What follows belongs to an exercise in optimizing a design on an open flow for small area and a short achievable clock period; a production flow would make more cautious choices. Only simulation tests tie the RTL to the original design; equivalence was not proved. No activity file was given, so power comes from the tool's default toggle rates.

### flow/config.mk
export PLATFORM = sky130hd
export DESIGN_NAME = stack_cpu
export DESIGN_NICKNAME = stack_cpu
export VERILOG_FILES = /design/flow/design.v
export SDC_FILE = /design/flow/constraint.sdc
export NUM_CORES = 4
export LEC_CHECK = 0
export CAP_MARGIN = 20
export CORE_MARGIN = 2
export CORE_UTILIZATION = 55
export CTS_CLUSTER_DIAMETER = 60
export CTS_CLUSTER_SIZE = 30
export PLACE_DENSITY = 0.65
export SETUP_SLACK_MARGIN = 5
export SLEW_MARGIN = 20
### flow/constraint.sdc
create_clock -name core_clock -period 15.0 [get_ports {clk}]
set_input_delay 3.0000 -clock core_clock [delete_from_list [all_inputs] [get_ports {clk}]]
set_output_delay 3.0000 -clock core_clock [all_outputs]
set_load 0.01 [all_outputs]
### flow/design.v
package stack_cpu_pkg;
	typedef logic [15:0] word_t;
	typedef logic [2:0] reg_idx_t;
	typedef logic [3:0] opcode_t;
	localparam opcode_t OP_STACK     = 4'd0;
	localparam opcode_t OP_ALU       = 4'd1;
	localparam opcode_t OP_BR_ALWAYS = 4'd2;
	localparam opcode_t OP_BR_C      = 4'd3;
	localparam opcode_t OP_BR_NC     = 4'd4;
	localparam opcode_t OP_BR_Z      = 4'd5;
	localparam opcode_t OP_BR_NZ     = 4'd6;
	localparam opcode_t OP_BR_V      = 4'd7;
	localparam opcode_t OP_BR_NV     = 4'd8;
	localparam opcode_t OP_BR_S      = 4'd9;
	localparam opcode_t OP_BR_NS     = 4'd10;
	localparam opcode_t OP_CALL      = 4'd11;
	localparam opcode_t OP_RET       = 4'd12;
	typedef logic [1:0] alu_fn_t;
	localparam alu_fn_t ALU_ADD = 2'd0;
	localparam alu_fn_t ALU_NEG = 2'd1;
	localparam alu_fn_t ALU_OR  = 2'd2;
	localparam alu_fn_t ALU_NOT = 2'd3;
	localparam int NUM_REGS = 8;
	localparam int IMEM_WORDS = 256;
	localparam int DMEM_WORDS = 256;
	localparam int IMEM_AW = $clog2(IMEM_WORDS);
	localparam int DMEM_AW = $clog2(DMEM_WORDS);
	localparam word_t PC_RESET = 16'h0000;
	localparam word_t SP_RESET = 16'h01F8;
	localparam word_t PC_STEP = 16'd2;
endpackage
module pfx_add16 (
	input logic [15:0] a,
	input logic [15:0] b,
	input logic cin,
	output logic [15:0] s,
	output logic [15:0] c
);
	logic [15:0] p0;
	logic [15:0] g;
	logic [15:0] p;
	always_comb
	begin
		p0 = a ^ b;
		g = a & b;
		g[0] = g[0] | (p0[0] & cin);
		p = p0;
		for (int l = 0; l < 4; l++)
		begin
			for (int i = 15; i >= 1; i--)
			begin
				if (i >= (1 << l))
				begin
					g[i] = g[i] | (p[i] & g[i - (1 << l)]);
					p[i] = p[i] & p[i - (1 << l)];
				end
			end
		end
		c = g;
		s = p0 ^ {g[14:0], cin};
	end
endmodule
module stack_cpu (
	input logic clk,
	input logic reset,
	input logic run,
	input logic load_valid,
	input logic [stack_cpu_pkg::IMEM_AW-1:0] load_addr,
	input stack_cpu_pkg::word_t load_data,
	output logic load_ready,
	output stack_cpu_pkg::word_t pc,
	output stack_cpu_pkg::word_t instr,
	output logic wb_valid,
	output stack_cpu_pkg::reg_idx_t wb_reg,
	output stack_cpu_pkg::word_t wb_data,
	output logic mem_write,
	output stack_cpu_pkg::word_t mem_addr,
	output stack_cpu_pkg::word_t mem_data
);
	localparam int SP_RESET_WORD = stack_cpu_pkg::SP_RESET[stack_cpu_pkg::DMEM_AW:1];
	stack_cpu_pkg::word_t imem [stack_cpu_pkg::IMEM_WORDS];
	stack_cpu_pkg::word_t dmem [stack_cpu_pkg::DMEM_WORDS];
	stack_cpu_pkg::word_t regs [stack_cpu_pkg::NUM_REGS];
	stack_cpu_pkg::word_t sp;
	stack_cpu_pkg::word_t ir;
	stack_cpu_pkg::word_t tos_q;
	stack_cpu_pkg::word_t rx;
	logic rst_q;
	logic carry_q, overflow_q, zero_q, sign_q;
	stack_cpu_pkg::word_t ins0;
	stack_cpu_pkg::word_t tos0;
	stack_cpu_pkg::word_t tos;
	logic [3:0] opcode;
	logic [2:0] rd;
	logic is_push, is_pop, is_alu, is_call, is_ret;
	assign ins0 = imem[0];
	assign tos0 = dmem[SP_RESET_WORD];
	assign instr = rst_q ? ins0 : ir;
	assign tos = rst_q ? tos0 : tos_q;
	assign opcode = instr[15:12];
	assign rd = instr[9:7];
	assign is_push = (opcode == stack_cpu_pkg::OP_STACK) & ~instr[10];
	assign is_pop = (opcode == stack_cpu_pkg::OP_STACK) & instr[10];
	assign is_alu = (opcode == stack_cpu_pkg::OP_ALU);
	assign is_call = (opcode == stack_cpu_pkg::OP_CALL);
	assign is_ret = (opcode == stack_cpu_pkg::OP_RET);
	function automatic logic taken_of(input logic [3:0] op, input logic c, input logic v,
		input logic z, input logic s);
		case (op)
			stack_cpu_pkg::OP_BR_ALWAYS: taken_of = 1'b1;
			stack_cpu_pkg::OP_BR_C:      taken_of = c;
			stack_cpu_pkg::OP_BR_NC:     taken_of = ~c;
			stack_cpu_pkg::OP_BR_Z:      taken_of = z;
			stack_cpu_pkg::OP_BR_NZ:     taken_of = ~z;
			stack_cpu_pkg::OP_BR_V:      taken_of = v;
			stack_cpu_pkg::OP_BR_NV:     taken_of = ~v;
			stack_cpu_pkg::OP_BR_S:      taken_of = s;
			stack_cpu_pkg::OP_BR_NS:     taken_of = ~s;
			stack_cpu_pkg::OP_CALL:      taken_of = 1'b1;
			default:                     taken_of = 1'b0;
		endcase
	endfunction
	stack_cpu_pkg::word_t pc_plus;
	stack_cpu_pkg::word_t off_i;
	stack_cpu_pkg::word_t tgt_s;
	stack_cpu_pkg::word_t tgt_c;
	stack_cpu_pkg::word_t target_i;
	stack_cpu_pkg::word_t target0;
	stack_cpu_pkg::word_t pc_run_i;
	stack_cpu_pkg::word_t pc_run0;
	stack_cpu_pkg::word_t pc_run;
	stack_cpu_pkg::word_t unused_c0, unused_c1, unused_c2;
	pfx_add16 u_pc_plus (.a(pc), .b(16'd2), .cin(1'b0), .s(pc_plus), .c(unused_c0));
	assign off_i = {{4{ir[11]}}, ir[11:0]};
	assign tgt_s = pc ^ off_i ^ 16'd2;
	assign tgt_c = {((pc[14:0] & off_i[14:0]) | ((pc[14:0] | off_i[14:0]) & 15'd2)), 1'b0};
	pfx_add16 u_target (.a(tgt_s), .b(tgt_c), .cin(1'b0), .s(target_i), .c(unused_c1));
	pfx_add16 u_target0 (.a({{4{ins0[11]}}, ins0[11:0]}), .b(16'd2), .cin(1'b0), .s(target0),
		.c(unused_c2));
	always_comb
	begin
		if (ir[15:12] == stack_cpu_pkg::OP_RET)
			pc_run_i = tos_q;
		else if (taken_of(ir[15:12], carry_q, overflow_q, zero_q, sign_q))
			pc_run_i = target_i;
		else
			pc_run_i = pc_plus;
		if (ins0[15:12] == stack_cpu_pkg::OP_RET)
			pc_run0 = tos0;
		else if (taken_of(ins0[15:12], 1'b0, 1'b0, 1'b0, 1'b0))
			pc_run0 = target0;
		else
			pc_run0 = 16'd2;
		pc_run = rst_q ? pc_run0 : pc_run_i;
	end
	stack_cpu_pkg::word_t sum_i;
	stack_cpu_pkg::word_t sum_c;
	stack_cpu_pkg::word_t neg_i;
	stack_cpu_pkg::word_t neg0;
	stack_cpu_pkg::word_t res_i;
	stack_cpu_pkg::word_t res0;
	stack_cpu_pkg::word_t alu_result;
	stack_cpu_pkg::word_t unused_c3, unused_c4;
	logic alu_c, alu_v;
	pfx_add16 u_sum (.a(rx), .b(tos_q), .cin(1'b0), .s(sum_i), .c(sum_c));
	pfx_add16 u_neg (.a(~tos_q), .b(16'd0), .cin(1'b1), .s(neg_i), .c(unused_c3));
	pfx_add16 u_neg0 (.a(~tos0), .b(16'd0), .cin(1'b1), .s(neg0), .c(unused_c4));
	always_comb
	begin
		case (ir[11:10])
			stack_cpu_pkg::ALU_ADD: res_i = sum_i;
			stack_cpu_pkg::ALU_NEG: res_i = neg_i;
			stack_cpu_pkg::ALU_OR:  res_i = rx | tos_q;
			default:                res_i = ~tos_q;
		endcase
		case (ins0[11:10])
			stack_cpu_pkg::ALU_NEG: res0 = neg0;
			stack_cpu_pkg::ALU_NOT: res0 = ~tos0;
			default:                res0 = tos0;
		endcase
		if (rst_q)
		begin
			alu_result = res0;
			alu_c = 1'b0;
			alu_v = 1'b0;
		end
		else
		begin
			alu_result = res_i;
			alu_c = (ir[11:10] == stack_cpu_pkg::ALU_ADD) & sum_c[15];
			alu_v = (ir[11:10] == stack_cpu_pkg::ALU_ADD) & (sum_c[15] ^ sum_c[14]);
		end
	end
	stack_cpu_pkg::word_t sp_dec;
	stack_cpu_pkg::word_t sp_inc;
	stack_cpu_pkg::word_t unused_c5, unused_c6;
	pfx_add16 u_sp_dec (.a(sp), .b(16'hFFFE), .cin(1'b0), .s(sp_dec), .c(unused_c5));
	pfx_add16 u_sp_inc (.a(sp), .b(16'd2), .cin(1'b0), .s(sp_inc), .c(unused_c6));
	assign load_ready = ~run;
	assign wb_valid = run & (is_pop | is_alu);
	assign wb_reg = rd;
	always_comb
	begin
		if (rst_q)
			wb_data = (ins0[15:12] == stack_cpu_pkg::OP_ALU) ? res0 : tos0;
		else
			wb_data = (ir[15:12] == stack_cpu_pkg::OP_ALU) ? res_i : tos_q;
	end
	assign mem_write = run & (is_push | is_call);
	assign mem_addr = sp_dec;
	assign mem_data = is_call ? pc_plus : rx;
	logic [stack_cpu_pkg::IMEM_WORDS-1:0] imem_sel;
	logic [stack_cpu_pkg::DMEM_WORDS-1:0] dmem_sel;
	stack_cpu_pkg::word_t imem_rd;
	stack_cpu_pkg::word_t nos;
	always_comb
	begin
		imem_sel = '0;
		imem_sel[pc_run[stack_cpu_pkg::IMEM_AW:1]] = 1'b1;
		imem_rd = '0;
		for (int i = 0; i < stack_cpu_pkg::IMEM_WORDS; i++)
			imem_rd = imem_rd | (imem[i] & {16{imem_sel[i]}});
	end
	always_comb
	begin
		dmem_sel = '0;
		dmem_sel[sp_inc[stack_cpu_pkg::DMEM_AW:1]] = 1'b1;
		nos = '0;
		for (int i = 0; i < stack_cpu_pkg::DMEM_WORDS; i++)
			nos = nos | (dmem[i] & {16{dmem_sel[i]}});
	end
	stack_cpu_pkg::word_t ir_next;
	logic [2:0] rd_next;
	always_ff @(posedge clk or posedge reset)
	begin
		if (reset)
		begin
			pc <= stack_cpu_pkg::PC_RESET;
			sp <= stack_cpu_pkg::SP_RESET;
			carry_q <= 1'b0;
			overflow_q <= 1'b0;
			zero_q <= 1'b0;
			sign_q <= 1'b0;
			for (int i = 0; i < stack_cpu_pkg::NUM_REGS; i++)
				regs[i] <= '0;
		end
		else if (run)
		begin
			pc <= pc_run;
			if (is_push | is_call)
				sp <= sp_dec;
			else if (is_pop | is_ret)
				sp <= sp_inc;
			if (is_alu)
			begin
				carry_q <= alu_c;
				overflow_q <= alu_v;
				zero_q <= (alu_result == '0);
				sign_q <= alu_result[15];
			end
			if (is_pop | is_alu)
				regs[rd] <= wb_data;
		end
	end
	always_ff @(posedge clk or posedge reset)
	begin
		if (reset)
			rst_q <= 1'b1;
		else
			rst_q <= 1'b0;
	end
	always_comb
	begin
		if (run)
			ir_next = imem_rd;
		else if (load_valid && load_addr == pc[stack_cpu_pkg::IMEM_AW:1])
			ir_next = load_data;
		else
			ir_next = instr;
	end
	assign rd_next = ir_next[9:7];
	always_ff @(posedge clk or posedge reset)
	begin
		if (reset)
			rx <= '0;
		else if (wb_valid && rd_next == rd)
			rx <= wb_data;
		else
			rx <= regs[rd_next];
	end
	always_ff @(posedge clk)
	begin
		ir <= ir_next;
		if (run & (is_push | is_call))
			tos_q <= mem_data;
		else if (run & (is_pop | is_ret))
			tos_q <= nos;
		else
			tos_q <= tos;
	end
	always_ff @(posedge clk)
	begin
		if (load_valid && !run)
			imem[load_addr] <= load_data;
		if (mem_write)
			dmem[sp_dec[stack_cpu_pkg::DMEM_AW:1]] <= mem_data;
	end
endmodule
### flow/run.sh
#!/bin/bash
# synth_recipe.tcl (not shown) runs the flow's synth.tcl, then flattens the netlist and writes it again
# the make line also repeats each setting of config.mk as NAME=value (left out here)
make -C /OpenROAD-flow-scripts/flow DESIGN_CONFIG=/design/flow/config.mk WORK_HOME=/design/flow/orfs CLKGATE_MAP_FILE= SYNTH_SCRIPT=/design/flow/synth_recipe.tcl finish
==> impl_metrics.yaml, run 1 <==
outcome:
  outcome: "stopped before the end"
  haltStage: "global routing (5_1_grt)"
  error: "[ERROR GRT-0116] Global routing finished with congestion. Check the congestion regions in the DRC Viewer."
synth:
  synth_top_area_share_pct: 79.1
  seq_area_frac_synth_pct: 80.7
  synth_xor_area_share_pct: 0.301
  synth_edf_count: 8208
  ys_ff_latch: 8404
  async_reset_ff_share_pct: 2.14
  ys_top_cells_by_count: "edfxtp_1, a22oi_1, nor2_1"
  synth-simple-area-share_pct: 5.03
  syn_area_per_cell_um2: 17.6
  synthDistinctLibCells: 109
  synth_ff_type: "edfxtp_1"
  synth_cells: 17700
  synth_top_family_by_area: "compound AO/OA/AOI/OAI gates"
  muxShareOfSynthArea_pct: 0.641
  synth.most_common_cell: "edfxtp_1"
  synthTopCellsByArea: "edfxtp_1, a22oi_1, a221oi_1"
  synth_top_area_cell: "edfxtp_1"
  netlist_area_um2: 312000
  synth-compound-area-share_pct: 11.8
  synth_warnings: 3
  synthAdderAreaFrac_pct: 0.314
placement:
  placed_area_um2: 338000
  gp_congestion: 1.23
  hpwlAfterDp_mm: 1410
  port_buffers: 112
global_route:
  first_global_vias: 238000
  track_usage_pct: 79.0
  overflow: 325
  grt_pass1_wl_mm: 2880
  grt_max_degree: 178
die:
  boundaryPins: 114
  die_x_um: 757
  num_rows: 276
  initial_core_util_pct: 55.2
  die_y_um: 757
clock_network:
  cts-htree-levels: 6
  cts-root-buf: "clkbuf_16"
  cts_buffers: 556
  cts_buffer_depth: 4
  clock-sinks: 8404
  holdBufCountCts: 0
-- stage by stage --
| stage | setup WS [ns] | hold slack [ns] | cells |
|---|---|---|---|
| global placement | 2.63 | 0.489 | 26100 |
| CTS | 5.06 | 0.515 | 27200 |
| detailed placement | 4.09 | 0.495 | 26200 |
| floorplan | 2.03 | 0.475 | 17700 |
-- worst max path at each step --
| stage | end | cells past startpoint |
|---|---|---|
| floorplan | mem_data[11] | 9 |
| global placement | ir[4] | 26 |
| detailed placement | rx[1] | 29 |
| CTS | ir[4] | 27 |
-- kinds of logic after synthesis --
kind of cell	Yosys count
adder cells (fa/ha/maj)	77
XOR/XNOR	107
buffers and inverters	994
AO/OA/AOI/OAI	4618
flip-flops	8404
AND/OR/NAND/NOR	3296
other	1
multiplexers	181
-- repair_timing --
item / CTS
pin swaps: 1
cloned: 0
endpoints found under the setup margin: 21
setup buffers: 2
gates resized for setup: 8
-- power groups by stage --
| stage | Combinational (W) | Sequential (W) | Clock, W |
|---|---|---|---|
| global placement | 0.0155 | 0.0284 | 0 |
| CTS | 0.0157 | 0.0279 | 0.0170 |
| detailed placement | 0.0157 | 0.0284 | 0 |
| floorplan | 0.00555 | 0.0288 | 0 |
-- metal layers --
layer	overflow	global-route usage, %
met1	10	81.7
met5	2	44.3
met4	133	74.5
met2	166	89.8
met3	14	68.6
==> inputs of run 2 (changes only) <==
==> flow/flow/run.sh (new file) <==
#!/bin/bash
# The standard layout, with timing repair aimed below the clock period so the
# achieved period keeps shrinking past the point where the standard margin stops.
set -euo pipefail
bash standard.sh SETUP_SLACK_MARGIN=8.5 finish > make_finish.log 2>&1
==> flow/standard.sh (new file) <==
#!/bin/bash
# synth_recipe.tcl (not shown) runs the flow's synth.tcl, then flattens the netlist and writes it again
# the make line also repeats each setting of config.mk as NAME=value (left out here)
make -C /OpenROAD-flow-scripts/flow DESIGN_CONFIG=/design/flow/config.mk WORK_HOME=/design/flow/orfs CLKGATE_MAP_FILE= SYNTH_SCRIPT=/design/flow/synth_recipe.tcl "${@:-finish}"
--- a/flow/config.mk
+++ b/flow/config.mk
@@ -11,5 +11,4 @@
 export CTS_CLUSTER_DIAMETER = 60
 export CTS_CLUSTER_SIZE = 30
 export PLACE_DENSITY = 0.65
-export SETUP_SLACK_MARGIN = 5
 export SLEW_MARGIN = 20
removed: flow/run.sh
==> run 2 against run 1 <==
Synthesized cell count is the same. Area after synthesis is the same. The flow again stops in global routing (5_1_grt).
==> impl_metrics.yaml, run 2 <==
global_route:
  grt_max_degree: 186
  track_usage_pct: 81.1
  grt_pass1_wl_mm: 2980
  overflow: 625
  first_global_vias: 249000
synth:
  seq_area_frac_synth_pct: 80.7
  ys_top_cells_by_count: "edfxtp_1, a22oi_1, nor2_1"
  synth_top_area_cell: "edfxtp_1"
  synth_cells: 17700
  synth_ff_type: "edfxtp_1"
  ys_ff_latch: 8404
  netlist_area_um2: 312000
  async_reset_ff_share_pct: 2.14
  synth_warnings: 3
  synthDistinctLibCells: 109
  synth.most_common_cell: "edfxtp_1"
  syn_area_per_cell_um2: 17.6
  synth_top_area_share_pct: 79.1
  synthTopCellsByArea: "edfxtp_1, a22oi_1, a221oi_1"
  synth_edf_count: 8208
die:
  boundaryPins: 114
  num_rows: 276
  die_y_um: 757
  initial_core_util_pct: 55.2
  die_x_um: 757
clock_network:
  cts_buffers: 555
  cts-htree-levels: 6
  cts_buffer_depth: 4
  cts-root-buf: "clkbuf_16"
  holdBufCountCts: 0
  clock-sinks: 8404
placement:
  gp_congestion: 1.22
  hpwlAfterDp_mm: 1410
  dp_cells: 26200
  port_buffers: 112
  dpl_worst_slack_ns: 4.07
outcome:
  haltStage: "global routing (5_1_grt)"
  outcome: "stopped before the end"
  error: "[ERROR GRT-0116] Global routing finished with congestion. Check the congestion regions in the DRC Viewer."
-- run 2: cell counts after synthesis --
No cell type changed its count.
-- run 2: logic make-up after synthesis --
| family | share of synthesized area [%] |
|---|---|
| flip-flops | 80.7 |
| multiplexers | 0.641 |
| adder cells (fa/ha/maj) | 0.314 |
| AO/OA/AOI/OAI | 11.8 |
| XOR/XNOR | 0.301 |
| AND/OR/NAND/NOR | 5.03 |
| other | 0.00120 |
| buffers and inverters | 1.24 |
-- run 2: repair_timing --
action,CTS
cloned,41
setup endpoints to repair,553
buffers inserted,534
pin swaps,345
gates resized for setup,1528
hold endpoints to repair,0
-- run 2: metrics by stage --
step / instance area (um^2) / total power [W] / hold slack, ns
CTS: 371000 / 0.0640 / 0.512
detailed placement: 339000 / 0.0441 / 0.496
global placement: 338000 / 0.0440 / 0.491
floorplan: 312000 / 0.0340 / 0.475
-- run 2: how the worst max path moves through the flow --
| stage | depth (start not counted) | slack (ns) | endpoint |
|---|---|---|---|
| floorplan | 9 | 7.52 | mem_data[13] |
| global placement | 26 | 2.30 | ir[4] |
| detailed placement | 29 | 4.07 | rx[4] |
| CTS | 21 | 7.14 | wb_data[12] |
-- run 2: routing by layer --
metal,GRT overflow,GRT usage [%]
met1,16,82.4
met2,294,92.3
met5,2,49.7
met4,289,78.9
met3,24,70.1
-- run 2: power groups by stage --
stage / Sequential, W / Combinational (W) / Clock (W)
2_1_floorplan: 0.0284 / 0.00560 / 0
3_3_place_gp: 0.0284 / 0.0155 / 0
3_5_place_dp: 0.0284 / 0.0157 / 0
4_1_cts: 0.0279 / 0.0192 / 0.0169
==> inputs of run 3 (changes only) <==
--- a/flow/design.v
+++ b/flow/design.v
@@ -60,6 +60,18 @@
 		s = p0 ^ {g[14:0], cin};
 	end
 endmodule
+module inc2_16 (
+	input logic [15:0] a,
+	output logic [15:0] s
+);
+	assign s = a + 16'd2;
+endmodule
+module dec2_16 (
+	input logic [15:0] a,
+	output logic [15:0] s
+);
+	assign s = a - 16'd2;
+endmodule
 module stack_cpu (
 	input logic clk,
 	input logic reset,
@@ -129,14 +141,13 @@
 	stack_cpu_pkg::word_t pc_run_i;
 	stack_cpu_pkg::word_t pc_run0;
 	stack_cpu_pkg::word_t pc_run;
-	stack_cpu_pkg::word_t unused_c0, unused_c1, unused_c2;
-	pfx_add16 u_pc_plus (.a(pc), .b(16'd2), .cin(1'b0), .s(pc_plus), .c(unused_c0));
+	stack_cpu_pkg::word_t unused_c1;
+	inc2_16 u_pc_plus (.a(pc), .s(pc_plus));
 	assign off_i = {{4{ir[11]}}, ir[11:0]};
 	assign tgt_s = pc ^ off_i ^ 16'd2;
 	assign tgt_c = {((pc[14:0] & off_i[14:0]) | ((pc[14:0] | off_i[14:0]) & 15'd2)), 1'b0};
 	pfx_add16 u_target (.a(tgt_s), .b(tgt_c), .cin(1'b0), .s(target_i), .c(unused_c1));
-	pfx_add16 u_target0 (.a({{4{ins0[11]}}, ins0[11:0]}), .b(16'd2), .cin(1'b0), .s(target0),
-		.c(unused_c2));
+	assign target0 = {{4{ins0[11]}}, ins0[11:0]} + 16'd2;
 	always_comb
 	begin
 		if (ir[15:12] == stack_cpu_pkg::OP_RET)
@@ -155,21 +166,21 @@
 	end
 	stack_cpu_pkg::word_t sum_i;
 	stack_cpu_pkg::word_t sum_c;
-	stack_cpu_pkg::word_t neg_i;
 	stack_cpu_pkg::word_t neg0;
 	stack_cpu_pkg::word_t res_i;
 	stack_cpu_pkg::word_t res0;
 	stack_cpu_pkg::word_t alu_result;
-	stack_cpu_pkg::word_t unused_c3, unused_c4;
 	logic alu_c, alu_v;
-	pfx_add16 u_sum (.a(rx), .b(tos_q), .cin(1'b0), .s(sum_i), .c(sum_c));
-	pfx_add16 u_neg (.a(~tos_q), .b(16'd0), .cin(1'b1), .s(neg_i), .c(unused_c3));
-	pfx_add16 u_neg0 (.a(~tos0), .b(16'd0), .cin(1'b1), .s(neg0), .c(unused_c4));
+	logic fn_neg;
+	assign fn_neg = (ir[11:10] == stack_cpu_pkg::ALU_NEG);
+	pfx_add16 u_sum (.a(fn_neg ? 16'd0 : rx), .b(fn_neg ? ~tos_q : tos_q), .cin(fn_neg), .s(sum_i),
+		.c(sum_c));
+	assign neg0 = (~tos0) + 16'd1;
 	always_comb
 	begin
 		case (ir[11:10])
 			stack_cpu_pkg::ALU_ADD: res_i = sum_i;
-			stack_cpu_pkg::ALU_NEG: res_i = neg_i;
+			stack_cpu_pkg::ALU_NEG: res_i = sum_i;
 			stack_cpu_pkg::ALU_OR:  res_i = rx | tos_q;
 			default:                res_i = ~tos_q;
 		endcase
@@ -193,9 +204,8 @@
 	end
 	stack_cpu_pkg::word_t sp_dec;
 	stack_cpu_pkg::word_t sp_inc;
-	stack_cpu_pkg::word_t unused_c5, unused_c6;
-	pfx_add16 u_sp_dec (.a(sp), .b(16'hFFFE), .cin(1'b0), .s(sp_dec), .c(unused_c5));
-	pfx_add16 u_sp_inc (.a(sp), .b(16'd2), .cin(1'b0), .s(sp_inc), .c(unused_c6));
+	dec2_16 u_sp_dec (.a(sp), .s(sp_dec));
+	inc2_16 u_sp_inc (.a(sp), .s(sp_inc));
 	assign load_ready = ~run;
 	assign wb_valid = run & (is_pop | is_alu);
 	assign wb_reg = rd;
@@ -209,26 +219,10 @@
 	assign mem_write = run & (is_push | is_call);
 	assign mem_addr = sp_dec;
 	assign mem_data = is_call ? pc_plus : rx;
-	logic [stack_cpu_pkg::IMEM_WORDS-1:0] imem_sel;
-	logic [stack_cpu_pkg::DMEM_WORDS-1:0] dmem_sel;
 	stack_cpu_pkg::word_t imem_rd;
 	stack_cpu_pkg::word_t nos;
-	always_comb
-	begin
-		imem_sel = '0;
-		imem_sel[pc_run[stack_cpu_pkg::IMEM_AW:1]] = 1'b1;
-		imem_rd = '0;
-		for (int i = 0; i < stack_cpu_pkg::IMEM_WORDS; i++)
-			imem_rd = imem_rd | (imem[i] & {16{imem_sel[i]}});
-	end
-	always_comb
-	begin
-		dmem_sel = '0;
-		dmem_sel[sp_inc[stack_cpu_pkg::DMEM_AW:1]] = 1'b1;
-		nos = '0;
-		for (int i = 0; i < stack_cpu_pkg::DMEM_WORDS; i++)
-			nos = nos | (dmem[i] & {16{dmem_sel[i]}});
-	end
+	assign imem_rd = imem[pc_run[stack_cpu_pkg::IMEM_AW:1]];
+	assign nos = dmem[sp_inc[stack_cpu_pkg::DMEM_AW:1]];
 	stack_cpu_pkg::word_t ir_next;
 	logic [2:0] rd_next;
 	always_ff @(posedge clk or posedge reset)
--- a/flow/config.mk
+++ b/flow/config.mk
@@ -7,8 +7,10 @@
 export LEC_CHECK = 0
 export CAP_MARGIN = 20
 export CORE_MARGIN = 2
-export CORE_UTILIZATION = 55
+export CORE_UTILIZATION = 50
 export CTS_CLUSTER_DIAMETER = 60
 export CTS_CLUSTER_SIZE = 30
-export PLACE_DENSITY = 0.65
+export PLACE_DENSITY = 0.6
 export SLEW_MARGIN = 20
+export SYNTH_HIERARCHICAL = 1
+export SYNTH_MINIMUM_KEEP_SIZE = 0
==> run 3 against run 2 <==
Now clean on timing, DRC and antenna. Synthesized cell count is 18% higher. Area after synthesis up 8.2%.
==> impl_metrics.yaml, run 3 <==
outcome:
  outcome: "complete, no violations"
worst_setup_path:
  cp.arrival_ns: 4.51
  cp_max_fo: 6
  critPathRequiredTime_ns: 12.00
  path_class: "flip-flop to primary output"
  endpoint_kind: "primary output"
  start_kind: "flip-flop"
  rr_endpoint: "ir[5]"
  worstReg2RegStart: "pc[1]"
  rrSetupSlack_ns: 8.43
  r2r_cells: 23
die:
  die_y_um: 825
  num_rows: 301
  dieArea_um2: 681000
  die_x_um: 825
  boundaryPins: 114
  initial_core_util_pct: 50.2
  coreArea_um2: 672000
sta:
  maxSlewViolCount: 0
  slew_headroom_pct: 14.1
  period_share_pct: 50.0
  hold_viol_final: 0
  rsz0062_at_grt: "yes"
  finalClockSkew_ns: 0.0900
  fin_setup_tns_ns: 0
  period_minus_slack_ns: 7.51
  max_freq_mhz: 133
  setup_violations: 0
  worstMarginPinSlew_ns: 1.28
clock_network:
  cts-htree-levels: 6
  cts_tree: "yes"
  clock-sinks: 8405
  holdBufCountCts: 0
  cts_buffer_depth: 4
  cts-root-buf: "clkbuf_16"
  clk_latency_ns: 1.18
  cts_buffers: 540
  clkTransAtPathRegs_ns: 0.08
placement:
  hpwlAfterDp_mm: 579
  gp_congestion: 0.941
  port_buffers: 113
  placed_area_um2: 352000
  dp_cells: 29400
detailed_routing:
  dr.pass1.iters: 8
  routed_wl_mm: 1030
  final_antenna_net_count: 0
  drc: 0
  vias: 196000
  viasPerCell: 6.37
  drt-initial-drc-count: 27400
  wl_per_cell_um: 33.6
pwr:
  p_sw_w: 0.0369
  p_leak_nw: 124
  power_w: 0.0863
  seqPwrFrac_pct: 32.3
  peakVddDrop_v: 0.000319
  p_sw_share_pct: 42.8
  comb_power_share_pct: 48.4
  power_density_nw_per_um2: 229
  p_int_w: 0.0494
  clkPwrFrac_pct: 19.3
cells_and_area:
  fin_nets: 21300
  layout_common_cells: "edfxtp_1, nand2_1, nand3_1"
  drive_above_1_share_pct: 19.2
  final_area_um2: 377000
  final_cells: 30700
  area_growth_pct: 12.0
  final_common_cell: "edfxtp_1"
global_route:
  grt_use_met3_pct: 5.45
  use_met1_pct: 40.9
  overflow: 0
  gr-max-usage-layer: "met2"
  antenna_found_initial: 86
  gr-usage-met2_pct: 45.8
  first_global_vias: 184000
  grt_max_degree: 206
  grt_pass1_wl_mm: 1430
  track_usage_pct: 29.4
synth:
  synth_cells: 20900
  syn_area_per_cell_um2: 16.1
  synth_warnings: 9
  netlist_area_um2: 337000
flow_run:
  cap_violations: 0
min_path:
  hold_class: "flip-flop to flip-flop"
  min_delay_path_depth: 1
  hp-start: "regs[1][7]"
  hold_path_end: "regs[1][7]"
## run 3: through the flow
stage / hold WS, ns / utilization, % / setup WS, ns
2_1_floorplan: 0.472 / - / 7.68
3_3_place_gp: 0.489 / 52.3 / 5.11
3_5_place_dp: 0.490 / 52.3 / 5.08
4_1_cts: 0.509 / 55.9 / 7.42
5_1_grt: 0.523 / 56.2 / 7.37
6_report: 0.508 / 56.2 / 7.49
## run 3: area by class of cell
cell class | instances | area [um^2]
repair buffers | 1136 | 12200
flip-flops and latches | 8405 | 251000
inverters | 61 | 305
well taps | 8938 | 11200
clock buffers | 577 | 14000
fillers | 51900 | 294000
clock inverters | 411 | 5130
diodes | 58 | 145
multi-input cells | 11100 | 83000
## run 3: timing repair
action                                  CTS  global route
pin swaps                                75            41
resized for setup                       602           172
cloned                                   62            20
endpoints found under the setup margin  499            83
setup buffers                           151            38
## run 3: worst max path at each step
stage            from           to  slack, ns
2_1_floorplan   rst_q  mem_data[0]       7.68
3_3_place_gp    pc[1]        rx[6]       5.11
3_5_place_dp    pc[1]        rx[9]       5.08
4_1_cts        ir[11]  wb_data[14]       7.42
5_1_grt        ir[11]   wb_data[8]       7.37
6_report       ir[11]   wb_data[8]       7.49
## run 3: power groups by stage
stage | Clock [W] | Combinational, W | Sequential [W]
2_1_floorplan | 0 | 0.0228 | 0.0282
3_3_place_gp | 0 | 0.0371 | 0.0283
3_5_place_dp | 0 | 0.0374 | 0.0284
4_1_cts | 0.0169 | 0.0403 | 0.0279
5_1_grt | 0.0176 | 0.0435 | 0.0279
6_report | 0.0167 | 0.0418 | 0.0279
## run 3: layer usage
layer | vias to the layer above | wire length (um)
met5 | - | 257
met4 | 44 | 57200
met3 | 2029 | 98300
met2 | 10300 | 478000
met1 | 102000 | 396000
li1 | 81400 | -
## run 3: worst max-delay path, cell delays in order, from the launching register on
cell,delay (ns)
dfxtp_4,0.35
buf_12,0.13
nand2b_4,0.18
buf_12,0.16
and2_4,0.16
fa_2,0.39
inv_2,0.07
fa_2,0.23
nor2b_4,0.05
o2111ai_2,0.21
buf_4,0.17
a21boi_4,0.06
o21ai_2,0.12
nand2b_1,0.10
xor2_2,0.20
nor2_2,0.11
a21oi_2,0.05
o221ai_2,0.20
o21ai_2,0.12
buf_6,0.16
buf_6,0.12
==> inputs of run 4 (changes only) <==
--- a/flow/design.v
+++ b/flow/design.v
@@ -95,8 +95,9 @@
 	stack_cpu_pkg::word_t regs [stack_cpu_pkg::NUM_REGS];
 	stack_cpu_pkg::word_t sp;
 	stack_cpu_pkg::word_t ir;
-	stack_cpu_pkg::word_t tos_q;
-	stack_cpu_pkg::word_t rx;
+	stack_cpu_pkg::word_t opa;
+	stack_cpu_pkg::word_t opb;
+	logic neg_q;
 	logic rst_q;
 	logic carry_q, overflow_q, zero_q, sign_q;
 	stack_cpu_pkg::word_t ins0;
@@ -108,7 +109,7 @@
 	assign ins0 = imem[0];
 	assign tos0 = dmem[SP_RESET_WORD];
 	assign instr = rst_q ? ins0 : ir;
-	assign tos = rst_q ? tos0 : tos_q;
+	assign tos = rst_q ? tos0 : (neg_q ? ~opb : opb);
 	assign opcode = instr[15:12];
 	assign rd = instr[9:7];
 	assign is_push = (opcode == stack_cpu_pkg::OP_STACK) & ~instr[10];
@@ -151,7 +152,7 @@
 	always_comb
 	begin
 		if (ir[15:12] == stack_cpu_pkg::OP_RET)
-			pc_run_i = tos_q;
+			pc_run_i = opb;
 		else if (taken_of(ir[15:12], carry_q, overflow_q, zero_q, sign_q))
 			pc_run_i = target_i;
 		else
@@ -171,18 +172,15 @@
 	stack_cpu_pkg::word_t res0;
 	stack_cpu_pkg::word_t alu_result;
 	logic alu_c, alu_v;
-	logic fn_neg;
-	assign fn_neg = (ir[11:10] == stack_cpu_pkg::ALU_NEG);
-	pfx_add16 u_sum (.a(fn_neg ? 16'd0 : rx), .b(fn_neg ? ~tos_q : tos_q), .cin(fn_neg), .s(sum_i),
-		.c(sum_c));
+	pfx_add16 u_sum (.a(opa), .b(opb), .cin(neg_q), .s(sum_i), .c(sum_c));
 	assign neg0 = (~tos0) + 16'd1;
 	always_comb
 	begin
 		case (ir[11:10])
 			stack_cpu_pkg::ALU_ADD: res_i = sum_i;
 			stack_cpu_pkg::ALU_NEG: res_i = sum_i;
-			stack_cpu_pkg::ALU_OR:  res_i = rx | tos_q;
-			default:                res_i = ~tos_q;
+			stack_cpu_pkg::ALU_OR:  res_i = opa | opb;
+			default:                res_i = ~opb;
 		endcase
 		case (ins0[11:10])
 			stack_cpu_pkg::ALU_NEG: res0 = neg0;
@@ -214,11 +212,11 @@
 		if (rst_q)
 			wb_data = (ins0[15:12] == stack_cpu_pkg::OP_ALU) ? res0 : tos0;
 		else
-			wb_data = (ir[15:12] == stack_cpu_pkg::OP_ALU) ? res_i : tos_q;
+			wb_data = (ir[15:12] == stack_cpu_pkg::OP_ALU) ? res_i : opb;
 	end
 	assign mem_write = run & (is_push | is_call);
 	assign mem_addr = sp_dec;
-	assign mem_data = is_call ? pc_plus : rx;
+	assign mem_data = is_call ? pc_plus : opa;
 	stack_cpu_pkg::word_t imem_rd;
 	stack_cpu_pkg::word_t nos;
 	assign imem_rd = imem[pc_run[stack_cpu_pkg::IMEM_AW:1]];
@@ -273,24 +271,33 @@
 			ir_next = instr;
 	end
 	assign rd_next = ir_next[9:7];
+	stack_cpu_pkg::word_t x_next;
+	stack_cpu_pkg::word_t tos_next;
+	logic neg_next;
+	assign neg_next = (ir_next[15:12] == stack_cpu_pkg::OP_ALU) &
+		(ir_next[11:10] == stack_cpu_pkg::ALU_NEG);
+	assign x_next = (wb_valid && rd_next == rd) ? wb_data : regs[rd_next];
+	always_comb
+	begin
+		if (run & (is_push | is_call))
+			tos_next = mem_data;
+		else if (run & (is_pop | is_ret))
+			tos_next = nos;
+		else
+			tos_next = tos;
+	end
 	always_ff @(posedge clk or posedge reset)
 	begin
 		if (reset)
-			rx <= '0;
-		else if (wb_valid && rd_next == rd)
-			rx <= wb_data;
+			opa <= '0;
 		else
-			rx <= regs[rd_next];
+			opa <= neg_next ? '0 : x_next;
 	end
 	always_ff @(posedge clk)
 	begin
 		ir <= ir_next;
-		if (run & (is_push | is_call))
-			tos_q <= mem_data;
-		else if (run & (is_pop | is_ret))
-			tos_q <= nos;
-		else
-			tos_q <= tos;
+		neg_q <= neg_next;
+		opb <= neg_next ? ~tos_next : tos_next;
 	end
 	always_ff @(posedge clk)
 	begin
==> run 4 against run 3 <==
Critical path depth shrank 7. Highest routed layer unchanged. Flip-flop and latch count grew 1. Final area fell by 0.19%. Clock skew increased by 0.011 ns. Synthesized cell count shrank 5.0%. Clock power about the same. Worst hold slack improved by 0.0068 ns. Clock-buffer cell count rose by 9. Die area shrank 0.78%.
==> impl_metrics.yaml, run 4 <==
worst_setup_path:
  r2r_cells: 21
  rrSetupSlack_ns: 8.27
  worstReg2RegStart: "pc[4]"
  path_class: "flip-flop to primary output"
  cp_max_fo: 3
  crit_start: "neg_q"
  cp-endpoint: "wb_data[11]"
  critPathRequiredTime_ns: 12.00
  endpoint_kind: "primary output"
  start_kind: "flip-flop"
  cp.arrival_ns: 4.18
  rr_endpoint: "opa[14]"
placement:
  gp_congestion: 0.983
  port_buffers: 113
  placed_area_um2: 350000
  hpwlAfterDp_mm: 607
  dp_cells: 28500
detailed_routing:
  vias: 195000
  drt-initial-drc-count: 30300
  wl_per_cell_um: 36.0
  dr.pass1.iters: 8
  drc: 0
  routed_wl_mm: 1080
  viasPerCell: 6.52
  final_antenna_net_count: 0
sta:
  worstMarginPinSlew_ns: 1.24
  rsz0062_at_grt: "yes"
  max_freq_mhz: 139
  finalClockSkew_ns: 0.101
  fin_setup_tns_ns: 0
  hold_viol_final: 0
  period_minus_slack_ns: 7.18
  setup_violations: 0
  slew_headroom_pct: 16.5
  period_share_pct: 47.8
  maxSlewViolCount: 0
global_route:
  overflow: 0
  grt_pass1_wl_mm: 1480
  antenna_found_initial: 104
  grt_max_degree: 193
  track_usage_pct: 31.0
  first_global_vias: 183000
synth:
  syn_area_per_cell_um2: 16.8
  synth_cells: 19900
  synth_warnings: 9
  netlist_area_um2: 334000
cells_and_area:
  layout_common_cells: "edfxtp_1, nand2_1, nand3_1"
  final_area_um2: 377000
  final_core_util_pct: 56.5
  drive_above_1_share_pct: 21.2
  final_cells: 29900
  final_common_cell: "edfxtp_1"
  fin_nets: 20500
  area_growth_pct: 12.7
clock_network:
  cts_buffer_depth: 4
  clkTransAtPathRegs_ns: 0.07
  clk_latency_ns: 1.19
  cts_buffers: 542
  cts-root-buf: "clkbuf_16"
  cts-htree-levels: 6
  cts_tree: "yes"
  holdBufCountCts: 0
  clock-sinks: 8406
flow_run:
  cap_violations: 0
pwr:
  power_w: 0.0832
  power_density_nw_per_um2: 221
  peakVddDrop_v: 0.000352
  p_leak_nw: 122
die:
  dieArea_um2: 675000
  die_y_um: 822
  num_rows: 300
  die_x_um: 822
  boundaryPins: 114
  coreArea_um2: 667000
  initial_core_util_pct: 50.1
min_path:
  hold_class: "flip-flop to flip-flop"
outcome:
  outcome: "complete, no violations"
==> run 4: per-stage QoR <==
step           hold WS [ns]  worst slack [ns]
2_1_floorplan         0.472              7.48
3_3_place_gp          0.490              6.04
3_5_place_dp          0.495              6.07
4_1_cts               0.514              7.84
5_1_grt               0.529              7.77
6_report              0.515              7.82
==> run 4: worst min path at each step <==
stage,from,end,cells after the start
detailed placement,regs[5][13],regs[5][13],1
global placement,regs[7][1],regs[7][1],1
floorplan,regs[5][4],regs[5][4],1
CTS,regs[6][5],regs[6][5],1
finish,regs[0][13],regs[0][13],1
global route,regs[0][5],regs[0][5],1
==> run 4: area by class of cell <==
type                       count  area (um^2)
tap                         8909        11100
antenna                      104          260
timing repair buffer        1324        13700
multi-input combinational  10100        81200
fill                       51100       290000
inverter                      64          300
clock buffer                 586        14000
sequential                  8406       251000
clock inverter               411         4800
==> run 4: where the power goes <==
group	leakage (nW)	total, W	switching (W)	internal [W]
Clock	9.08	0.0165	0.00874	0.00772
Combinational	36.0	0.0387	0.0261	0.0126
Sequential	76.7	0.0280	0.000400	0.0276
Total	122	0.0832	0.0352	0.0480
==> run 4: worst max-delay path, cell delays in order (launching register included) <==
cell,delay [ns]
dfxtp_2,0.33
buf_12,0.12
fa_2,0.39
a21o_1,0.19
nand4_1,0.13
nand3b_4,0.11
a31o_4,0.25
a311o_1,0.34
o21a_1,0.23
mux2i_2,0.25
nor2_2,0.08
a211oi_4,0.34
a21oi_4,0.09
buf_6,0.16
==> run 4: metal layers <==
metal  up-vias  global-route usage, %  wire (um)
li1      79200                      -          -
met5         -                  0.184        635
met4        44                   14.9      62500
met2     11800                   47.4     497000
met3      2341                   6.95     117000
met1    102000                   42.6     402000
==> run 4: timing repair <==
action / CTS / global route
setup endpoints to repair: 114 / 115
setup buffers: 205 / 80
cloned: 49 / 29
pin swaps: 77 / 60
gates resized for setup: 727 / 249
==> inputs of run 5 (changes only) <==
--- a/flow/design.v
+++ b/flow/design.v
@@ -72,6 +72,41 @@
 );
 	assign s = a - 16'd2;
 endmodule
+module alu_add_wb (
+	input logic [15:0] a,
+	input logic [15:0] b,
+	input logic cin,
+	input logic use_sum,
+	input logic [15:0] other,
+	output logic [15:0] s,
+	output logic [15:0] c,
+	output logic [15:0] wb
+);
+	logic [15:0] p0;
+	logic [15:0] g;
+	logic [15:0] p;
+	always_comb
+	begin
+		p0 = a ^ b;
+		g = a & b;
+		g[0] = g[0] | (p0[0] & cin);
+		p = p0;
+		for (int l = 0; l < 4; l++)
+		begin
+			for (int i = 15; i >= 1; i--)
+			begin
+				if (i >= (1 << l))
+				begin
+					g[i] = g[i] | (p[i] & g[i - (1 << l)]);
+					p[i] = p[i] & p[i - (1 << l)];
+				end
+			end
+		end
+		c = g;
+		s = p0 ^ {g[14:0], cin};
+		wb = use_sum ? s : other;
+	end
+endmodule
 module stack_cpu (
 	input logic clk,
 	input logic reset,
@@ -172,7 +207,12 @@
 	stack_cpu_pkg::word_t res0;
 	stack_cpu_pkg::word_t alu_result;
 	logic alu_c, alu_v;
-	pfx_add16 u_sum (.a(opa), .b(opb), .cin(neg_q), .s(sum_i), .c(sum_c));
+	logic use_sum;
+	stack_cpu_pkg::word_t wb_other;
+	stack_cpu_pkg::word_t wb_sum;
+	assign use_sum = ~rst_q & (ir[15:12] == stack_cpu_pkg::OP_ALU) & ~ir[11];
+	alu_add_wb u_sum (.a(opa), .b(opb), .cin(neg_q), .use_sum(use_sum), .other(wb_other),
+		.s(sum_i), .c(sum_c), .wb(wb_sum));
 	assign neg0 = (~tos0) + 16'd1;
 	always_comb
 	begin
@@ -210,10 +250,15 @@
 	always_comb
 	begin
 		if (rst_q)
-			wb_data = (ins0[15:12] == stack_cpu_pkg::OP_ALU) ? res0 : tos0;
+			wb_other = (ins0[15:12] == stack_cpu_pkg::OP_ALU) ? res0 : tos0;
+		else if (ir[15:12] != stack_cpu_pkg::OP_ALU)
+			wb_other = opb;
+		else if (ir[10])
+			wb_other = ~opb;
 		else
-			wb_data = (ir[15:12] == stack_cpu_pkg::OP_ALU) ? res_i : opb;
+			wb_other = opa | opb;
 	end
+	assign wb_data = wb_sum;
 	assign mem_write = run & (is_push | is_call);
 	assign mem_addr = sp_dec;
 	assign mem_data = is_call ? pc_plus : opa;
==> run 5 against run 4 <==
Flip-flop and latch count unchanged. Worst hold slack worse by 0.0049 ns. Area after synthesis up 0.61%. Clock power about the same. Combinational power up 15%. Global-route usage up 0.47 points. Clock-buffer cell count down 11. First-iteration DRC count down 0.21%. Critical path depth down 5. Utilization down 0.059 points. Final area up 0.51%. Largest power group unchanged.
==> impl_metrics.yaml, run 5 <==
cells_and_area:
  drive_above_1_share_pct: 21.5
  fin_nets: 20300
  regArea_um2: 251000
  final_common_cell: "edfxtp_1"
  layout_common_cells: "edfxtp_1, nand2_1, mux4_2"
  multi_input_area_um2: 83300
  area_growth_pct: 12.5
  fillCellCount: 51200
sta:
  finalClockSkew_ns: 0.101
  setup_ws_ns: 8.21
  hold_ws_ns: 0.510
  slew_headroom_pct: 15.2
  period_minus_slack_ns: 6.79
  worstMarginPinSlew_ns: 1.27
  period_share_pct: 45.3
  max_freq_mhz: 147
  fin_setup_tns_ns: 0
  setup_violations: 0
  maxSlewViolCount: 0
  rsz0062_at_grt: "yes"
  hold_viol_final: 0
placement:
  port_buffers: 113
  hpwlAfterDp_mm: 624
  gp_congestion: 0.940
  dpl_worst_slack_ns: 5.85
worst_setup_path:
  path_cells: "ha_1 -> a21oi_2 -> o21a_1 -> o31ai_1 -> o21bai_2 -> xor2_1 -> mux2_4 -> buf_6"
  worstReg2RegStart: "rst_q"
  rr_endpoint: "opb[4]"
  rrSetupSlack_ns: 8.31
  cp_max_fo: 6
  max_stage_delay_ns: 0.63
  cp.arrival_ns: 3.79
  start_kind: "flip-flop"
  critPathRequiredTime_ns: 12.00
  slowest_stage: "dfrtp_4"
  path_class: "flip-flop to primary output"
  r2r_cells: 21
  endpoint_kind: "primary output"
clock_network:
  clk_latency_ns: 1.17
  cts-htree-levels: 6
  cts_buffers: 538
  clkTransAtPathRegs_ns: 0.09
  clock-sinks: 8406
  cts_tree: "yes"
  holdBufCountCts: 0
  cts_buffer_depth: 4
  cts-root-buf: "clkbuf_16"
die:
  die_x_um: 824
  dieArea_um2: 679000
  coreArea_um2: 671000
  die_y_um: 824
  num_rows: 301
  boundaryPins: 114
  initial_core_util_pct: 50.1
detailed_routing:
  drc: 0
  dr.pass1.iters: 9
  routed_wl_mm: 1100
  vias: 197000
  drt-initial-drc-count: 30200
  final_antenna_net_count: 0
  viasPerCell: 6.62
  wl_per_cell_um: 36.8
min_path:
  min_delay_path_depth: 1
  hold_class: "flip-flop to flip-flop"
  hold_path_end: "regs[7][1]"
  hp-start: "regs[7][1]"
pwr:
  p_leak_nw: 122
  peakVddDrop_v: 0.000613
  power_density_nw_per_um2: 235
outcome:
  outcome: "complete, no violations"
global_route:
  grt_max_degree: 202
  track_usage_pct: 31.4
  antenna_found_initial: 97
  grt_pass1_wl_mm: 1500
  overflow: 0
  first_global_vias: 184000
synth:
  synth_warnings: 10
  netlist_area_um2: 336000
  synth_cells: 19800
  syn_area_per_cell_um2: 17.0
flow_run:
  cap_violations: 0
## run 5: power by group
group | switching [W] | total, W | leakage, nW | internal, W
logic | 0.0301 | 0.0446 | 36.2 | 0.0145
registers | 0.000416 | 0.0282 | 76.6 | 0.0278
clock network | 0.00871 | 0.0164 | 8.99 | 0.00768
## run 5: how the worst max path moves through the flow
stage / start / endpoint / slack, ns / cells past startpoint
2_1_floorplan: rst_q / mem_data[2] / 7.71 / 10
3_3_place_gp: pc[1] / opa[0] / 5.53 / 23
3_5_place_dp: pc[1] / opa[12] / 5.85 / 20
4_1_cts: dmem[252][4] / wb_data[15] / 8.19 / 12
5_1_grt: opa[6] / wb_data[13] / 8.18 / 8
6_report: opa[6] / wb_data[13] / 8.21 / 8
## run 5: metal layers
metal  global-route usage, %  up-vias  share of wire (%)
met5                       0        -              0.019
met3                    6.63     2501                 11
met2                    48.0    12200                 46
met4                    16.5       32                6.3
met1                    43.0   103000                 37
li1                        -    79600                  -
## run 5: stage by stage
step | cells | power, W | instance area [um^2] | util, %
3_5_place_dp | 28300 | 0.0677 | 352000 | 52.4
3_3_place_gp | 28300 | 0.0673 | 352000 | 52.4
4_1_cts | 29500 | 0.0873 | 376000 | 56.1
2_1_floorplan | 19800 | 0.0508 | 337000 | -
6_report | 29800 | 0.0891 | 379000 | 56.4
5_1_grt | 29700 | 0.0909 | 378000 | 56.4
## run 5: layout make-up
| type | count | area share (%) |
|---|---|---|
| well taps | 8938 | 2.95 |
| flip-flops and latches | 8406 | 66.4 |
| multi-input cells | 9956 | 22.0 |
| repair buffers | 1266 | 3.57 |
| diodes | 161 | 0.106 |
| clock inverters | 405 | 1.25 |
| inverters | 70 | 0.0796 |
| clock buffers | 575 | 3.67 |
## run 5: timing repair
item | in CTS | in global routing
pin swaps | 79 | 60
cloned | 68 | 13
gates resized for setup | 707 | 191
endpoints found under the hold margin | 0 | 0
setup endpoints to repair | 588 | 86
buffers inserted | 203 | 66
## run 5: critical path: cells and delay by family, from the launching register on
| kind | cells | cell delay, ns |
|---|---|---|
| compound gates | 4 | 0.86 |
| buf+inv | 1 | 0.14 |
| flops | 1 | 0.63 |
| fa+ha+maj | 1 | 0.47 |
| mux | 1 | 0.35 |
| xor+xnor | 1 | 0.18 |
==> inputs of run 6 (changes only) <==
--- a/flow/config.mk
+++ b/flow/config.mk
@@ -7,10 +7,10 @@
 export LEC_CHECK = 0
 export CAP_MARGIN = 20
 export CORE_MARGIN = 2
-export CORE_UTILIZATION = 50
+export CORE_UTILIZATION = 55
 export CTS_CLUSTER_DIAMETER = 60
 export CTS_CLUSTER_SIZE = 30
-export PLACE_DENSITY = 0.6
+export PLACE_DENSITY = 0.65
 export SLEW_MARGIN = 20
 export SYNTH_HIERARCHICAL = 1
 export SYNTH_MINIMUM_KEEP_SIZE = 0
==> run 6 against run 5 <==
Die area fell by 9.0%. Non-clock buffer count grew 48. Maximum frequency decreased by 1.2%. Sequential power about the same. Sequential share of layout area about the same. Still clean on timing, DRC and antenna. Routed wire length decreased by 0.90%. Clock skew fell by 0.022 ns. Final area about the same.
==> impl_metrics.yaml, run 6 <==
detailed_routing:
  vias: 200000
  drt-initial-drc-count: 33600
  drc: 0
  viasPerCell: 6.92
  dr.pass1.iters: 9
  wl_per_cell_um: 37.5
  final_antenna_net_count: 0
  routed_wl_mm: 1090
synth:
  syn_area_per_cell_um2: 17.0
  synth_cells: 19800
  synth_warnings: 10
  netlist_area_um2: 336000
flow_run:
  cap_violations: 0
clock_network:
  cts-root-buf: "clkbuf_16"
  clk_latency_ns: 1.17
  clock-sinks: 8406
  cts-htree-levels: 6
  clkTransAtPathRegs_ns: 0.08
  cts_buffers: 532
  cts_buffer_depth: 4
  holdBufCountCts: 0
  cts_tree: "yes"
worst_setup_path:
  max_stage_delay_ns: 0.93
  path_class: "flip-flop to primary output"
  critPathRequiredTime_ns: 12.00
  start_kind: "flip-flop"
  cp.arrival_ns: 3.87
  endpoint_kind: "primary output"
  slowest_stage: "dfrtp_1"
  path_cells: "ha_1 -> and3_2 -> nand3_1 -> o211ai_1 -> or3_1 -> a31o_4 -> buf_6"
  cp_max_fo: 6
global_route:
  grt_pass1_wl_mm: 1480
  grt_max_degree: 194
  antenna_found_initial: 94
  track_usage_pct: 34.3
  first_global_vias: 185000
  overflow: 0
outcome:
  outcome: "complete, no violations"
pwr:
  power_w: 0.0894
  p_leak_nw: 122
  peakVddDrop_v: 0.000427
  power_density_nw_per_um2: 236
sta:
  maxSlewViolCount: 0
  rsz0062_at_grt: "yes"
  period_minus_slack_ns: 6.87
  setup_ws_ns: 8.13
  worstMarginPinSlew_ns: 1.38
  setup_violations: 0
  period_share_pct: 45.8
  fin_setup_tns_ns: 0
  finalClockSkew_ns: 0.0791
  slew_headroom_pct: 7.82
  hold_viol_final: 0
  max_freq_mhz: 145
die:
  die_x_um: 786
  initial_core_util_pct: 55.1
  die_y_um: 786
  coreArea_um2: 610000
  num_rows: 287
  dieArea_um2: 618000
  boundaryPins: 114
placement:
  dpl_worst_slack_ns: 5.29
  hpwlAfterDp_mm: 606
  port_buffers: 113
  gp_congestion: 0.983
cells_and_area:
  drive_above_1_share_pct: 21.9
  layout_common_cells: "edfxtp_1, nand2_1, mux4_2"
  fin_nets: 20400
  area_growth_pct: 12.5
  final_common_cell: "edfxtp_1"
min_path:
  hold_class: "flip-flop to flip-flop"
[run 6: through the flow]
step                hold WS [ns]  instances  util (%)  area (um^2)
floorplan                  0.474      19800         -       337000
global placement           0.486      27400      57.4       350000
detailed placement         0.492      27400      57.4       350000
CTS                        0.511      28700      61.5       375000
global route               0.517      28900      62.0       378000
finish                     0.512      29000      62.0       378000
[run 6: cell type report]
cell class	count	area, um^2
diodes	129	323
clock buffers	572	13800
clock inverters	404	4920
fillers	42900	232000
inverters	70	318
multi-input cells	9966	83600
flip-flops and latches	8406	251000
well taps	8092	10100
repair buffers	1314	14200
[run 6: path summary, 6_finish.rpt]
kind / start / to / slack, ns / depth (start not counted)
max reg2reg: dmem[252][4] / zero_q / 8.16 / 48
max in group asynchronous: reset / sp[1] / 11.16 / 3
min in group asynchronous: reset / regs[3][7] / 2.34 / 2
min: regs[5][6] / regs[5][6] / 0.51 / 1
min reg2reg: regs[5][6] / regs[5][6] / 0.51 / 1
max: opa[12] / wb_data[15] / 8.13 / 7
[run 6: worst max-delay path: cells and delay by family, from the launching register on]
| family | cells | cell delay, ns |
|---|---|---|
| AND/OR/NAND/NOR | 3 | 0.78 |
| adder cells (fa/ha/maj) | 1 | 0.44 |
| AO/OA/AOI/OAI | 2 | 0.44 |
| flip-flops | 1 | 0.93 |
| buffers and inverters | 1 | 0.14 |
[run 6: power by group]
part / internal (W) / switching [W]
Sequential: 0.0277 / 0.000451
Clock: 0.00774 / 0.00864
Combinational: 0.0148 / 0.0301
Total: 0.0503 / 0.0392
[run 6: repair_timing]
item / 4_1_cts / 5_1_grt
gates cloned: 81 / 32
buffers inserted: 240 / 75
setup endpoints to repair: 2235 / 75
resized for setup: 677 / 267
pin swaps: 83 / 60
[run 6: per-layer routing]
metal	share of wire [%]	routed length [um]	global-route usage (%)
met1	35	385000	46.6
met2	45	488000	50.9
met3	13	138000	9.16
met4	6.8	73800	19.1
met5	0.035	384	0

[afterwards: timing with drivers on the ports]
The flow's constraints put no driver on any port. The routed layouts listed below were extracted and timed again, unchanged, in two steps. Step 1 assumes that a clkbuf_16 drives the clock port and a buf_2 every other input. Step 2 times the ports against the registers' clock, not the clock port: input delays grow and output delays shrink by t, the midpoint of the rising clock arrivals with the driver on. Three values: ideal ports, drivers, drivers and shift; two values: the first two.
run | t, ns | setup slack, ns | hold slack, ns | clock arrival spread, ns | pins driven straight from the clock port
run 3 | 1.266 | 7.495 / 7.362 / 7.151 | 0.508 / 0.508 / 0.508 | 0.117 / 0.117 | 1
run 4 | 1.275 | 7.823 / 7.690 / 7.122 | 0.515 / 0.515 / 0.515 | 0.102 / 0.103 | 1
run 5 | 1.276 | 8.208 / 8.064 / 7.375 | 0.510 / 0.510 / 0.510 | 0.125 / 0.125 | 1
run 6 | 1.278 | 8.126 / 7.989 / 7.205 | 0.512 / 0.512 / 0.512 | 0.106 / 0.106 | 1
After both steps every run listed still meets setup and hold. The setup slack of run 6, which loses most, moves by -0.137 ns with the drivers and by -0.921 ns with both steps.
